Background: an optimization exercise with open tools, aiming at small area and a short achievable clock period. Do not read the settings as production practice.
At most, simulation tests tie the RTL to the original design; equivalence was not proved.
Power is estimated from default activity; no workload was simulated.

==> inputs of branch cedar <==
==> flow/design.v <==
`timescale 1ns/1ps
module la_reg_slave
(
    input  logic                      axi_clk,
    input  logic                      axi_reset_n,
    input  logic                      cc_la_enable,
    input  logic                      awvalid,
    input  logic [15-1:0] awaddr,
    input  logic                      wvalid,
    input  logic [32-1:0] wdata,
    input  logic                      arvalid,
    input  logic [15-1:0] araddr,
    input  logic                      rready,
    output logic                      awready,
    output logic                      wready,
    output logic                      arready,
    output logic                      rvalid,
    output logic [32-1:0] rdata,
    output logic [24-1:0]     la_enable,
    output logic [8-1:0]      h_thresh,
    output logic [8-1:0]      l_thresh,
    output logic [8-1:0]      pop_len
);
    logic                      wr_en;
    logic                      wr_en_d1;
    logic [9:0]                wr_idx;
    logic [9:0]                rd_idx;
    logic [3:0]                wr_sel;
    logic [3:0]                rd_sel;
    logic [32-1:0] rd_mux;
    assign wr_idx = awaddr[11:2];
    assign rd_idx = araddr[11:2];
    assign awready = wr_en;
    assign wready  = wr_en;
    always_ff @(posedge axi_clk or negedge axi_reset_n)
    begin
        if (!axi_reset_n)
        begin
            wr_en    <= 1'b0;
            wr_en_d1 <= 1'b0;
            arready  <= 1'b0;
            rvalid   <= 1'b0;
        end
        else
        begin
            wr_en_d1 <= wr_en;
            if (wr_en)
                wr_en <= 1'b0;
            else if (cc_la_enable && awvalid && wvalid && !wr_en_d1)
                wr_en <= 1'b1;
            if (arready)
            begin
                arready <= 1'b0;
                rvalid  <= 1'b1;
            end
            else if (rvalid)
            begin
                if (rready)
                    rvalid <= 1'b0;
            end
            else if (cc_la_enable && arvalid)
            begin
                arready <= 1'b1;
            end
        end
    end
    always_ff @(posedge axi_clk)
    begin
        wr_sel[0] <= (wr_idx == 10'd0);
        wr_sel[1] <= (wr_idx == 10'd1);
        wr_sel[2] <= (wr_idx == 10'd2);
        wr_sel[3] <= (wr_idx == 10'd3);
        rd_sel[0] <= (rd_idx == 10'd0);
        rd_sel[1] <= (rd_idx == 10'd1);
        rd_sel[2] <= (rd_idx == 10'd2);
        rd_sel[3] <= (rd_idx == 10'd3);
    end
    always_ff @(posedge axi_clk or negedge axi_reset_n)
    begin
        if (!axi_reset_n)
        begin
            la_enable <= 24'(1);
            h_thresh  <= 8'((128 >> 1));
            l_thresh  <= 8'((128 >> 3));
            pop_len   <= 8'(8);
        end
        else if (wr_en)
        begin
            if (wr_sel[0]) la_enable <= wdata[24-1:0];
            if (wr_sel[1]) h_thresh  <= wdata[8-1:0];
            if (wr_sel[2]) l_thresh  <= wdata[8-1:0];
            if (wr_sel[3]) pop_len   <= wdata[8-1:0];
        end
    end
    always_comb
    begin
        rd_mux = {32{~|rd_sel}};
        rd_mux[24-1:0] = rd_mux[24-1:0] | ({24{rd_sel[0]}} & la_enable);
        rd_mux[8-1:0]  = rd_mux[8-1:0]
                               | ({8{rd_sel[1]}} & h_thresh)
                               | ({8{rd_sel[2]}} & l_thresh)
                               | ({8{rd_sel[3]}} & pop_len);
    end
    always_ff @(posedge axi_clk)
        rdata <= ({32{arready}} & rd_mux) | ({32{rvalid}} & rdata);
endmodule
`timescale 1ns/1ps
module la_rle_capture
(
    input  logic                  axi_clk,
    input  logic                  axi_reset_n,
    input  logic [24-1:0] up_la_data,
    input  logic [24-1:0] la_enable,
    input  logic                  full,
    output logic                  push,
    output logic [(8 + 24)-1:0]  push_record
);
    logic [24-1:0] masked_r;
    logic                  cap_r;
    logic                  full_d;
    logic [24-1:0] held;
    logic [8-1:0]  run_cnt;
    logic                  run_end;
    logic [24-1:0] masked;
    logic [24-1:0] held_nx;
    logic                  diff_r;
    assign masked  = up_la_data & la_enable;
    assign held_nx = cap_r ? masked_r : held;
    always_ff @(posedge axi_clk)
    begin
        masked_r <= masked;
        diff_r   <= (masked != held_nx);
    end
    always_ff @(posedge axi_clk or negedge axi_reset_n)
    begin
        if (!axi_reset_n)
        begin
            cap_r  <= 1'b0;
            full_d <= 1'b0;
        end
        else
        begin
            cap_r  <= |la_enable;
            full_d <= full;
        end
    end
    assign run_end = diff_r || (run_cnt == 8'(255));
    assign push        = cap_r && run_end && !full_d;
    assign push_record = {run_cnt, held};
    always_ff @(posedge axi_clk or negedge axi_reset_n)
    begin
        if (!axi_reset_n)
        begin
            held    <= '0;
            run_cnt <= 8'(1);
        end
        else if (cap_r)
        begin
            held    <= masked_r;
            run_cnt <= run_end ? 8'(1) : run_cnt + 1'b1;
        end
    end
endmodule
`timescale 1ns/1ps
module la_sample_fifo
#(
    parameter int  DEPTH     = 128
)
(
    input  logic                     axi_clk,
    input  logic                     axi_reset_n,
    input  logic                     push,
    input  logic [(8 + 24)-1:0]     push_data,
    input  logic                     pop,
    output logic [(8 + 24)-1:0]     head_data,
    output logic [$clog2(DEPTH):0]   count,
    output logic                     full
);
    localparam int AW = $clog2(DEPTH);
    localparam int CW = AW + 1;
    localparam int NS = DEPTH - 1;
    logic [(8 + 24)-1:0] mem [NS];
    logic [AW-1:0]        wr_ptr;
    logic [7:0]           nx_lo;
    logic [DEPTH/8-1:0]   nx_hi;
    logic                 empty;
    logic                 one;
    logic                 do_push;
    logic [(8 + 24)-1:0] next_data;
    logic                 cnt_inc;
    logic                 cnt_dec;
    logic [CW-1:0]        count_nx;
    assign cnt_inc  = do_push && !pop;
    assign cnt_dec  = pop && !do_push;
    assign count_nx = ({CW{cnt_inc}} & (count + 1'b1))
                    | ({CW{cnt_dec}} & (count - 1'b1))
                    | ({CW{!cnt_inc && !cnt_dec}} & count);
    assign do_push   = push && !full;
    logic [NS-1:0]        rd_oh;
    always_comb
    begin
        next_data = '0;
        for (int i = 0; i < NS; i++)
        begin
            rd_oh[i]  = nx_lo[i % 8] && nx_hi[i / 8];
            next_data = next_data | ({(8 + 24){rd_oh[i]}} & mem[i]);
        end
    end
    logic [AW-1:0]        wr_next;
    assign wr_next = (wr_ptr == AW'(NS - 1)) ? '0 : wr_ptr + 1'b1;
    always_ff @(posedge axi_clk)
    begin
        for (int i = 0; i < NS; i++)
            if (wr_ptr == AW'(i) && !full)
                mem[i] <= push_data;
    end
    logic ld_next;
    logic ld_push;
    logic ld_hold;
    assign ld_next = pop && !one;
    assign ld_push = pop ? one : empty;
    assign ld_hold = !pop && !empty;
    always_ff @(posedge axi_clk)
        head_data <= ({(8 + 24){ld_next}} & next_data)
                   | ({(8 + 24){ld_push}} & push_data)
                   | ({(8 + 24){ld_hold}} & head_data);
    always_ff @(posedge axi_clk or negedge axi_reset_n)
    begin
        if (!axi_reset_n)
        begin
            wr_ptr <= '0;
            nx_lo  <= 8'b10;
            nx_hi  <= (DEPTH/8)'(1);
            count  <= '0;
            empty  <= 1'b1;
            one    <= 1'b0;
            full   <= 1'b0;
        end
        else
        begin
            if (do_push)
            begin
                wr_ptr  <= wr_next;
            end
            if (pop)
            begin
                if (nx_lo[(NS - 1) % 8] && nx_hi[(NS - 1) / 8])
                begin
                    nx_lo <= 8'b1;
                    nx_hi <= (DEPTH/8)'(1);
                end
                else
                begin
                    nx_lo <= {nx_lo[6:0], nx_lo[7]};
                    if (nx_lo[7])
                        nx_hi <= {nx_hi[DEPTH/8-2:0], nx_hi[DEPTH/8-1]};
                end
            end
            count <= count_nx;
            case ({do_push, pop})
                2'b10:
                begin
                    empty <= 1'b0;
                    one   <= empty;
                    full  <= (count == CW'(DEPTH - 1));
                end
                2'b01:
                begin
                    empty <= one;
                    one   <= (count == CW'(2));
                    full  <= 1'b0;
                end
                default: ;
            endcase
        end
    end
endmodule
`timescale 1ns/1ps
module la_stream_packer
(
    input  logic                               axi_clk,
    input  logic                               axi_reset_n,
    input  logic [$clog2(128):0]    count,
    input  logic [8-1:0]               h_thresh,
    input  logic [8-1:0]               l_thresh,
    input  logic [8-1:0]               pop_len,
    input  logic                               m_tready,
    output logic                               pop,
    output logic                               m_tvalid,
    output logic                               m_tlast,
    output logic                               la_hpri_req
);
    logic [8-1:0] beats_left;
    assign pop = m_tvalid && m_tready;
    always_ff @(posedge axi_clk or negedge axi_reset_n)
    begin
        if (!axi_reset_n)
        begin
            m_tvalid   <= 1'b0;
            m_tlast    <= 1'b0;
            beats_left <= '0;
        end
        else if (!m_tvalid)
        begin
            if ((count >= pop_len) && (pop_len != '0))
            begin
                m_tvalid   <= 1'b1;
                m_tlast    <= (pop_len == 8'(1));
                beats_left <= pop_len;
            end
        end
        else if (m_tready)
        begin
            if (m_tlast)
                m_tvalid <= 1'b0;
            m_tlast    <= (beats_left == 8'(2));
            beats_left <= beats_left - 1'b1;
        end
    end
    always_ff @(posedge axi_clk or negedge axi_reset_n)
    begin
        if (!axi_reset_n)
            la_hpri_req <= 1'b0;
        else if (count >= h_thresh)
            la_hpri_req <= 1'b1;
        else if (count <= l_thresh)
            la_hpri_req <= 1'b0;
    end
endmodule
`timescale 1ns/1ps
module logic_analyzer
(
    input  logic                      axi_clk,
    input  logic                      axi_reset_n,
    input  logic                      awvalid,
    output logic                      awready,
    input  logic [15-1:0] awaddr,
    input  logic                      wvalid,
    output logic                      wready,
    input  logic [32-1:0] wdata,
    input  logic                      arvalid,
    output logic                      arready,
    input  logic [15-1:0] araddr,
    output logic                      rvalid,
    input  logic                      rready,
    output logic [32-1:0] rdata,
    input  logic                      cc_la_enable,
    input  logic [24-1:0]     up_la_data,
    output logic [32-1:0] m_tdata,
    output logic                      m_tvalid,
    input  logic                      m_tready,
    output logic                      m_tlast,
    output logic                      la_hpri_req
);
    logic [24-1:0]            la_enable;
    logic [8-1:0]             h_thresh;
    logic [8-1:0]             l_thresh;
    logic [8-1:0]             pop_len;
    logic                             push;
    logic [(8 + 24)-1:0]                       push_record;
    logic                             full;
    logic [(8 + 24)-1:0]                       head_record;
    logic [$clog2(128):0]  count;
    logic                             pop;
    la_reg_slave i_reg_slave (
        .axi_clk      (axi_clk),
        .axi_reset_n  (axi_reset_n),
        .cc_la_enable (cc_la_enable),
        .awvalid      (awvalid),
        .awaddr       (awaddr),
        .wvalid       (wvalid),
        .wdata        (wdata),
        .arvalid      (arvalid),
        .araddr       (araddr),
        .rready       (rready),
        .awready      (awready),
        .wready       (wready),
        .arready      (arready),
        .rvalid       (rvalid),
        .rdata        (rdata),
        .la_enable    (la_enable),
        .h_thresh     (h_thresh),
        .l_thresh     (l_thresh),
        .pop_len      (pop_len)
    );
    la_rle_capture i_rle_capture (
        .axi_clk      (axi_clk),
        .axi_reset_n  (axi_reset_n),
        .up_la_data   (up_la_data),
        .la_enable    (la_enable),
        .full         (full),
        .push         (push),
        .push_record  (push_record)
    );
    la_sample_fifo #(
        .DEPTH        (128)
    ) i_sample_fifo (
        .axi_clk      (axi_clk),
        .axi_reset_n  (axi_reset_n),
        .push         (push),
        .push_data    (push_record),
        .pop          (pop),
        .head_data    (head_record),
        .count        (count),
        .full         (full)
    );
    assign m_tdata = head_record;
    la_stream_packer i_stream_packer (
        .axi_clk      (axi_clk),
        .axi_reset_n  (axi_reset_n),
        .count        (count),
        .h_thresh     (h_thresh),
        .l_thresh     (l_thresh),
        .pop_len      (pop_len),
        .m_tready     (m_tready),
        .pop          (pop),
        .m_tvalid     (m_tvalid),
        .m_tlast      (m_tlast),
        .la_hpri_req  (la_hpri_req)
    );
endmodule
==> flow/flow/run.sh <==
#!/bin/bash
# Standard ORFS layout, with timing repair aimed below the 10 ns clock:
# repair_timing keeps working until every path has SETUP_SLACK_MARGIN of
# slack at the design's own period and constraints. Ports get buf_4
# buffers rather than the default delay cells.
set -euo pipefail
KNOBS=("SETUP_SLACK_MARGIN=6.45" "BUFFER_PORTS_ARGS=-buffer_cell sky130_fd_sc_hd__buf_4")
bash standard.sh synth > synth.log 2>&1
bash standard.sh "${KNOBS[@]}" floorplan > floorplan.log 2>&1
bash standard.sh "${KNOBS[@]}" place > place.log 2>&1
bash standard.sh "${KNOBS[@]}" cts > cts.log 2>&1
bash standard.sh "${KNOBS[@]}" route > route.log 2>&1
bash standard.sh "${KNOBS[@]}" finish > finish.log 2>&1
==> flow/standard.sh <==
#!/bin/bash
# synth_recipe.tcl (not shown) runs the flow's synth.tcl, then flattens the netlist and writes it again
# the make line also repeats each setting of config.mk as NAME=value (left out here)
make -C /OpenROAD-flow-scripts/flow DESIGN_CONFIG=/design/flow/config.mk WORK_HOME=/design/flow/orfs CLKGATE_MAP_FILE= SYNTH_SCRIPT=/design/flow/synth_recipe.tcl "${@:-finish}"
==> flow/config.mk <==
export PLATFORM = sky130hd
export DESIGN_NAME = logic_analyzer
export DESIGN_NICKNAME = logic_analyzer
export VERILOG_FILES = /design/flow/design.v
export SDC_FILE = /design/flow/constraint.sdc
export NUM_CORES = 4
export LEC_CHECK = 0
export CAP_MARGIN = 20
export CELL_PAD_IN_SITES_DETAIL_PLACEMENT = 1
export CELL_PAD_IN_SITES_GLOBAL_PLACEMENT = 1
export CORE_MARGIN = 2
export CORE_UTILIZATION = 40
export CTS_CLUSTER_DIAMETER = 60
export CTS_CLUSTER_SIZE = 30
export PLACE_DENSITY = 0.55
export SLEW_MARGIN = 20
export SYNTH_MEMORY_MAX_BITS = 8192
==> flow/constraint.sdc <==
create_clock -name core_clock -period 10.0 [get_ports {axi_clk}]
set_input_delay 2.0000 -clock core_clock [delete_from_list [all_inputs] [get_ports {axi_clk}]]
set_output_delay 2.0000 -clock core_clock [all_outputs]
set_load 0.01 [all_outputs]
==> branch tundra (differences from branch cedar) <==
==> flow/design.v, changed modules only <==
module la_reg_slave
(
    input  logic                      axi_clk,
    input  logic                      axi_reset_n,
    input  logic                      cc_la_enable,
    input  logic                      awvalid,
    input  logic [15-1:0] awaddr,
    input  logic                      wvalid,
    input  logic [32-1:0] wdata,
    input  logic                      arvalid,
    input  logic [15-1:0] araddr,
    input  logic                      rready,
    output logic                      awready,
    output logic                      wready,
    output logic                      arready,
    output logic                      rvalid,
    output logic [32-1:0] rdata,
    output logic [24-1:0]     la_enable,
    output logic [8-1:0]      h_thresh,
    output logic [8-1:0]      l_thresh,
    output logic [8-1:0]      pop_len
);
    logic                      wr_en;
    logic                      wr_en_d1;
    logic [9:0]                wr_idx;
    logic [9:0]                rd_idx;
    logic [3:0]                wr_sel;
    logic [3:0]                rd_sel;
    logic [32-1:0] rd_mux;
    assign wr_idx = awaddr[11:2];
    assign rd_idx = araddr[11:2];
    assign awready = wr_en;
    assign wready  = wr_en;
    always_ff @(posedge axi_clk or negedge axi_reset_n)
    begin
        if (!axi_reset_n)
        begin
            wr_en    <= 1'b0;
            wr_en_d1 <= 1'b0;
            arready  <= 1'b0;
            rvalid   <= 1'b0;
        end
        else
        begin
            wr_en_d1 <= wr_en;
            if (wr_en)
                wr_en <= 1'b0;
            else if (cc_la_enable && awvalid && wvalid && !wr_en_d1)
                wr_en <= 1'b1;
            if (arready)
            begin
                arready <= 1'b0;
                rvalid  <= 1'b1;
            end
            else if (rvalid)
            begin
                if (rready)
                    rvalid <= 1'b0;
            end
            else if (cc_la_enable && arvalid)
            begin
                arready <= 1'b1;
            end
        end
    end
    always_ff @(posedge axi_clk)
    begin
        wr_sel[0] <= (wr_idx == 10'd0);
        wr_sel[1] <= (wr_idx == 10'd1);
        wr_sel[2] <= (wr_idx == 10'd2);
        wr_sel[3] <= (wr_idx == 10'd3);
        rd_sel[0] <= (rd_idx == 10'd0);
        rd_sel[1] <= (rd_idx == 10'd1);
        rd_sel[2] <= (rd_idx == 10'd2);
        rd_sel[3] <= (rd_idx == 10'd3);
    end
    always_ff @(posedge axi_clk or negedge axi_reset_n)
    begin
        if (!axi_reset_n)
        begin
            la_enable <= 24'(1);
            h_thresh  <= 8'((128 >> 1));
            l_thresh  <= 8'((128 >> 3));
            pop_len   <= 8'(8);
        end
        else if (wr_en)
        begin
            if (wr_sel[0]) la_enable <= wdata[24-1:0];
            if (wr_sel[1]) h_thresh  <= wdata[8-1:0];
            if (wr_sel[2]) l_thresh  <= wdata[8-1:0];
            if (wr_sel[3]) pop_len   <= wdata[8-1:0];
        end
    end
    always_comb
    begin
        rd_mux = {32{~|rd_sel}};
        rd_mux[24-1:0] = rd_mux[24-1:0] | ({24{rd_sel[0]}} & la_enable);
        rd_mux[8-1:0]  = rd_mux[8-1:0]
                               | ({8{rd_sel[1]}} & h_thresh)
                               | ({8{rd_sel[2]}} & l_thresh)
                               | ({8{rd_sel[3]}} & pop_len);
    end
    always_ff @(posedge axi_clk)
    begin
        if (arready)
            rdata <= rd_mux;
    end
endmodule
module la_rle_capture
(
    input  logic                  axi_clk,
    input  logic                  axi_reset_n,
    input  logic [24-1:0] up_la_data,
    input  logic [24-1:0] la_enable,
    input  logic                  full,
    output logic                  push,
    output logic [(8 + 24)-1:0]  push_record
);
    logic [24-1:0] masked_r;
    logic                  cap_r;
    logic                  full_d;
    logic [24-1:0] held;
    logic [8-1:0]  run_cnt;
    logic                  run_end;
    always_ff @(posedge axi_clk)
        masked_r <= up_la_data & la_enable;
    always_ff @(posedge axi_clk or negedge axi_reset_n)
    begin
        if (!axi_reset_n)
        begin
            cap_r  <= 1'b0;
            full_d <= 1'b0;
        end
        else
        begin
            cap_r  <= |la_enable;
            full_d <= full;
        end
    end
    assign run_end = (masked_r != held) || (run_cnt == 8'(255));
    assign push        = cap_r && run_end && !full_d;
    assign push_record = {run_cnt, held};
    always_ff @(posedge axi_clk or negedge axi_reset_n)
    begin
        if (!axi_reset_n)
        begin
            held    <= '0;
            run_cnt <= 8'(1);
        end
        else if (cap_r)
        begin
            held    <= masked_r;
            run_cnt <= run_end ? 8'(1) : run_cnt + 1'b1;
        end
    end
endmodule
module la_sample_fifo
#(
    parameter int  DEPTH     = 128
)
(
    input  logic                     axi_clk,
    input  logic                     axi_reset_n,
    input  logic                     push,
    input  logic [(8 + 24)-1:0]     push_data,
    input  logic                     pop,
    output logic [(8 + 24)-1:0]     head_data,
    output logic [$clog2(DEPTH):0]   count,
    output logic                     full
);
    localparam int AW = $clog2(DEPTH);
    localparam int CW = AW + 1;
    logic [(8 + 24)-1:0] mem [DEPTH];
    logic [AW-1:0]        wr_ptr;
    logic [AW-1:0]        nx_ptr;
    logic                 empty;
    logic                 one;
    logic                 do_push;
    logic [(8 + 24)-1:0] next_data;
    assign do_push   = push && !full;
    assign next_data = mem[nx_ptr];
    always_ff @(posedge axi_clk)
    begin
        if (!full)
            mem[wr_ptr] <= push_data;
    end
    always_ff @(posedge axi_clk)
    begin
        if (pop)
            head_data <= one ? push_data : next_data;
        else if (empty)
            head_data <= push_data;
    end
    always_ff @(posedge axi_clk or negedge axi_reset_n)
    begin
        if (!axi_reset_n)
        begin
            wr_ptr <= '0;
            nx_ptr <= AW'(1);
            count  <= '0;
            empty  <= 1'b1;
            one    <= 1'b0;
            full   <= 1'b0;
        end
        else
        begin
            if (do_push)
                wr_ptr <= wr_ptr + 1'b1;
            if (pop)
                nx_ptr <= nx_ptr + 1'b1;
            case ({do_push, pop})
                2'b10:
                begin
                    count <= count + 1'b1;
                    empty <= 1'b0;
                    one   <= empty;
                    full  <= (count == CW'(DEPTH - 1));
                end
                2'b01:
                begin
                    count <= count - 1'b1;
                    empty <= one;
                    one   <= (count == CW'(2));
                    full  <= 1'b0;
                end
                default: ;
            endcase
        end
    end
endmodule
==> flow/run.sh (new file) <==
#!/bin/bash
# synth_recipe.tcl (not shown) runs the flow's synth.tcl, then flattens the netlist and writes it again
# the make line also repeats each setting of config.mk as NAME=value (left out here)
make -C /OpenROAD-flow-scripts/flow DESIGN_CONFIG=/design/flow/config.mk WORK_HOME=/design/flow/orfs CLKGATE_MAP_FILE= SYNTH_SCRIPT=/design/flow/synth_recipe.tcl finish
CELL_PAD_IN_SITES_DETAIL_PLACEMENT = default   (was 1)
CELL_PAD_IN_SITES_GLOBAL_PLACEMENT = default   (was 1)
CTS_CLUSTER_DIAMETER = default   (was 60)
CTS_CLUSTER_SIZE = default   (was 30)
PLACE_DENSITY = default   (was 0.55)
removed: flow/flow/run.sh
removed: flow/standard.sh
==> branch ember (differences from branch cedar) <==
==> flow/design.v, changed modules only <==
module la_reg_slave
(
    input  logic                      axi_clk,
    input  logic                      axi_reset_n,
    input  logic                      cc_la_enable,
    input  logic                      awvalid,
    input  logic [15-1:0] awaddr,
    input  logic                      wvalid,
    input  logic [32-1:0] wdata,
    input  logic                      arvalid,
    input  logic [15-1:0] araddr,
    input  logic                      rready,
    output logic                      awready,
    output logic                      wready,
    output logic                      arready,
    output logic                      rvalid,
    output logic [32-1:0] rdata,
    output logic [24-1:0]     la_enable,
    output logic [8-1:0]      h_thresh,
    output logic [8-1:0]      l_thresh,
    output logic [8-1:0]      pop_len
);
    logic                      wr_en;
    logic                      wr_en_d1;
    logic [9:0]                wr_idx;
    logic [9:0]                rd_idx;
    logic [3:0]                wr_sel;
    logic [3:0]                rd_sel;
    logic [32-1:0] rd_mux;
    assign wr_idx = awaddr[11:2];
    assign rd_idx = araddr[11:2];
    assign awready = wr_en;
    assign wready  = wr_en;
    always_ff @(posedge axi_clk or negedge axi_reset_n)
    begin
        if (!axi_reset_n)
        begin
            wr_en    <= 1'b0;
            wr_en_d1 <= 1'b0;
            arready  <= 1'b0;
            rvalid   <= 1'b0;
        end
        else
        begin
            wr_en_d1 <= wr_en;
            if (wr_en)
                wr_en <= 1'b0;
            else if (cc_la_enable && awvalid && wvalid && !wr_en_d1)
                wr_en <= 1'b1;
            if (arready)
            begin
                arready <= 1'b0;
                rvalid  <= 1'b1;
            end
            else if (rvalid)
            begin
                if (rready)
                    rvalid <= 1'b0;
            end
            else if (cc_la_enable && arvalid)
            begin
                arready <= 1'b1;
            end
        end
    end
    always_ff @(posedge axi_clk)
    begin
        wr_sel[0] <= (wr_idx == 10'd0);
        wr_sel[1] <= (wr_idx == 10'd1);
        wr_sel[2] <= (wr_idx == 10'd2);
        wr_sel[3] <= (wr_idx == 10'd3);
        rd_sel[0] <= (rd_idx == 10'd0);
        rd_sel[1] <= (rd_idx == 10'd1);
        rd_sel[2] <= (rd_idx == 10'd2);
        rd_sel[3] <= (rd_idx == 10'd3);
    end
    always_ff @(posedge axi_clk or negedge axi_reset_n)
    begin
        if (!axi_reset_n)
        begin
            la_enable <= 24'(1);
            h_thresh  <= 8'((128 >> 1));
            l_thresh  <= 8'((128 >> 3));
            pop_len   <= 8'(8);
        end
        else if (wr_en)
        begin
            if (wr_sel[0]) la_enable <= wdata[24-1:0];
            if (wr_sel[1]) h_thresh  <= wdata[8-1:0];
            if (wr_sel[2]) l_thresh  <= wdata[8-1:0];
            if (wr_sel[3]) pop_len   <= wdata[8-1:0];
        end
    end
    always_comb
    begin
        rd_mux = {32{~|rd_sel}};
        rd_mux[24-1:0] = rd_mux[24-1:0] | ({24{rd_sel[0]}} & la_enable);
        rd_mux[8-1:0]  = rd_mux[8-1:0]
                               | ({8{rd_sel[1]}} & h_thresh)
                               | ({8{rd_sel[2]}} & l_thresh)
                               | ({8{rd_sel[3]}} & pop_len);
    end
    always_ff @(posedge axi_clk)
    begin
        if (arready)
            rdata <= rd_mux;
    end
endmodule
module la_sample_fifo
#(
    parameter int  DEPTH     = 128
)
(
    input  logic                     axi_clk,
    input  logic                     axi_reset_n,
    input  logic                     push,
    input  logic [(8 + 24)-1:0]     push_data,
    input  logic                     pop,
    output logic [(8 + 24)-1:0]     head_data,
    output logic [$clog2(DEPTH):0]   count,
    output logic                     full
);
    localparam int AW = $clog2(DEPTH);
    localparam int CW = AW + 1;
    logic [(8 + 24)-1:0] mem [DEPTH];
    logic [AW-1:0]        wr_ptr;
    logic [7:0]           nx_lo;
    logic [DEPTH/8-1:0]   nx_hi;
    logic                 empty;
    logic                 one;
    logic                 do_push;
    logic [(8 + 24)-1:0] next_data;
    logic                 cnt_inc;
    logic                 cnt_dec;
    logic [CW-1:0]        count_nx;
    assign cnt_inc  = do_push && !pop;
    assign cnt_dec  = pop && !do_push;
    assign count_nx = ({CW{cnt_inc}} & (count + 1'b1))
                    | ({CW{cnt_dec}} & (count - 1'b1))
                    | ({CW{!cnt_inc && !cnt_dec}} & count);
    assign do_push   = push && !full;
    logic [DEPTH-1:0]     rd_oh;
    always_comb
    begin
        next_data = '0;
        for (int i = 0; i < DEPTH; i++)
        begin
            rd_oh[i]  = nx_lo[i % 8] && nx_hi[i / 8];
            next_data = next_data | ({(8 + 24){rd_oh[i]}} & mem[i]);
        end
    end
    logic [AW-1:0]        wr_gray;
    logic [DEPTH-1:0]     keep;
    logic [DEPTH-1:0]     sel;
    always_comb
    begin
        for (int i = 0; i < DEPTH; i++)
        begin
            keep[i] = (wr_ptr != AW'(i));
            sel[i]  = (wr_gray == AW'(i ^ (i >> 1)));
        end
    end
    always_ff @(posedge axi_clk)
    begin
        for (int i = 0; i < DEPTH; i++)
            mem[i] <= (mem[i] & {(8 + 24){keep[i]}}) | (push_data & {(8 + 24){sel[i]}});
    end
    always_ff @(posedge axi_clk)
    begin
        if (pop)
            head_data <= one ? push_data : next_data;
        else if (empty)
            head_data <= push_data;
    end
    always_ff @(posedge axi_clk or negedge axi_reset_n)
    begin
        if (!axi_reset_n)
        begin
            wr_ptr <= '0;
            wr_gray <= '0;
            nx_lo  <= 8'b10;
            nx_hi  <= (DEPTH/8)'(1);
            count  <= '0;
            empty  <= 1'b1;
            one    <= 1'b0;
            full   <= 1'b0;
        end
        else
        begin
            if (do_push)
            begin
                wr_ptr  <= wr_ptr + 1'b1;
                wr_gray <= (wr_ptr + 1'b1) ^ ((wr_ptr + 1'b1) >> 1);
            end
            if (pop)
            begin
                nx_lo <= {nx_lo[6:0], nx_lo[7]};
                if (nx_lo[7])
                    nx_hi <= {nx_hi[DEPTH/8-2:0], nx_hi[DEPTH/8-1]};
            end
            count <= count_nx;
            case ({do_push, pop})
                2'b10:
                begin
                    empty <= 1'b0;
                    one   <= empty;
                    full  <= (count == CW'(DEPTH - 1));
                end
                2'b01:
                begin
                    empty <= one;
                    one   <= (count == CW'(2));
                    full  <= 1'b0;
                end
                default: ;
            endcase
        end
    end
endmodule
==> flow/flow/run.sh (replaced) <==
#!/bin/bash
# Standard ORFS layout, with timing repair aimed below the 10 ns clock:
# repair_timing keeps working until every path has SETUP_SLACK_MARGIN of
# slack at the design's own period and constraints.
set -euo pipefail
MARGIN="SETUP_SLACK_MARGIN=6.7"
bash standard.sh synth > synth.log 2>&1
bash standard.sh $MARGIN floorplan > floorplan.log 2>&1
bash standard.sh $MARGIN place > place.log 2>&1
bash standard.sh $MARGIN cts > cts.log 2>&1
bash standard.sh $MARGIN route > route.log 2>&1
bash standard.sh $MARGIN finish > finish.log 2>&1
CELL_PAD_IN_SITES_DETAIL_PLACEMENT = default   (was 1)
CELL_PAD_IN_SITES_GLOBAL_PLACEMENT = default   (was 1)
CORE_UTILIZATION = 60   (was 40)
PLACE_DENSITY = default   (was 0.55)
==> comparison table <==
quantity                                                                     branch tundra              branch ember               branch cedar
Number of vias after detailed routing                                               82,950                         -                    116,500
Number of flip-flops and latches                                                     4,307                         -                      4,300
Metal-1 WL                                                                      180,000 µm                         -                 293,700 µm
ANT cells                                                                               15                         -                         94
Most repeated cell in the gate-level netlist after synthesis     sky130_fd_sc_hd__edfxtp_1   sky130_fd_sc_hd__a22o_1  sky130_fd_sc_hd__edfxtp_1
Net switching share of the total power                                              0.3052                         -                     0.2974
Number of logic stages on the critical path including buffering                          8                         -                         10
Final standard cell area without fillers                                        0.1897 mm²                         -                 0.1856 mm²
Launching point of the worst reg2reg path                          i_sample_fifo.nx_ptr[0]                         -    i_sample_fifo.nx_hi[10]
Part of the cycle the worst path needs                                              0.5578                         -                     0.3871
Filler-free cell count of the finished design                                       13,970                         -                     15,110
Multiplexer area fraction after synthesis                                           0.1607                  0.005680                   0.005758
Outcome                                                            complete, no violations    stopped before the end    complete, no violations
Failing step                                                                             -  global routing (5_1_grt)                          -
Power consumed by sequential cells                                                 21.0 mW                         -                    20.7 mW
Biggest Area Class                                                  flip-flops and latches                         -     flip-flops and latches
GP Congestion                                                                       0.8388                     1.129                     0.9385
Clock transition at path regs                                                      0.06 ns                         -                    0.08 ns
Yosys reg bits                                                                       4,307                     4,331                      4,300
Number of vias per cell                                                              5.937                         -                      7.707
Number of flops mapped to enable cells by yosys                                      4,153                        57                      4,064
Only the layout flow was run in branch ember; the RTL was not checked for function there.

[separate check: timing with driven ports]
No port has a modelled driver above. Below, the same layouts with a new extraction and two added sets of constraints.
Step 1 (the two cells are an assumption about what drives the block):
set clk [get_ports {axi_clk}]
set_driving_cell -lib_cell sky130_fd_sc_hd__clkbuf_16 $clk
set_driving_cell -lib_cell sky130_fd_sc_hd__buf_2 [delete_from_list [all_inputs] $clk]
Step 2, shift: input delay + t, output delay - t, t = (earliest + latest rising clock arrival at the registers) / 2. This alone moves slack from input paths to output paths.
Slacks: ideal / step 1 / step 2; pairs: ideal / step 1.
run | t, ns | slack for setup (ns) | hold WS [ns] | latest minus earliest clock arrival (ns) | slew at the worst register clock pin (ns)
branch cedar | 1.135 | 6.129 / 6.129 / 5.419 | 0.468 / 0.468 / 0.468 | 0.088 / 0.087 | 0.10 / 0.10
branch tundra | 1.102 | 4.422 / 4.422 / 4.319 | 0.474 / 0.474 / 0.474 | 0.072 / 0.072 | 0.07 / 0.07
After both steps every run listed still meets setup and hold. For branch cedar, which loses most, drivers alone change the setup slack by 0.000 ns; drivers and shift together by -0.710 ns.
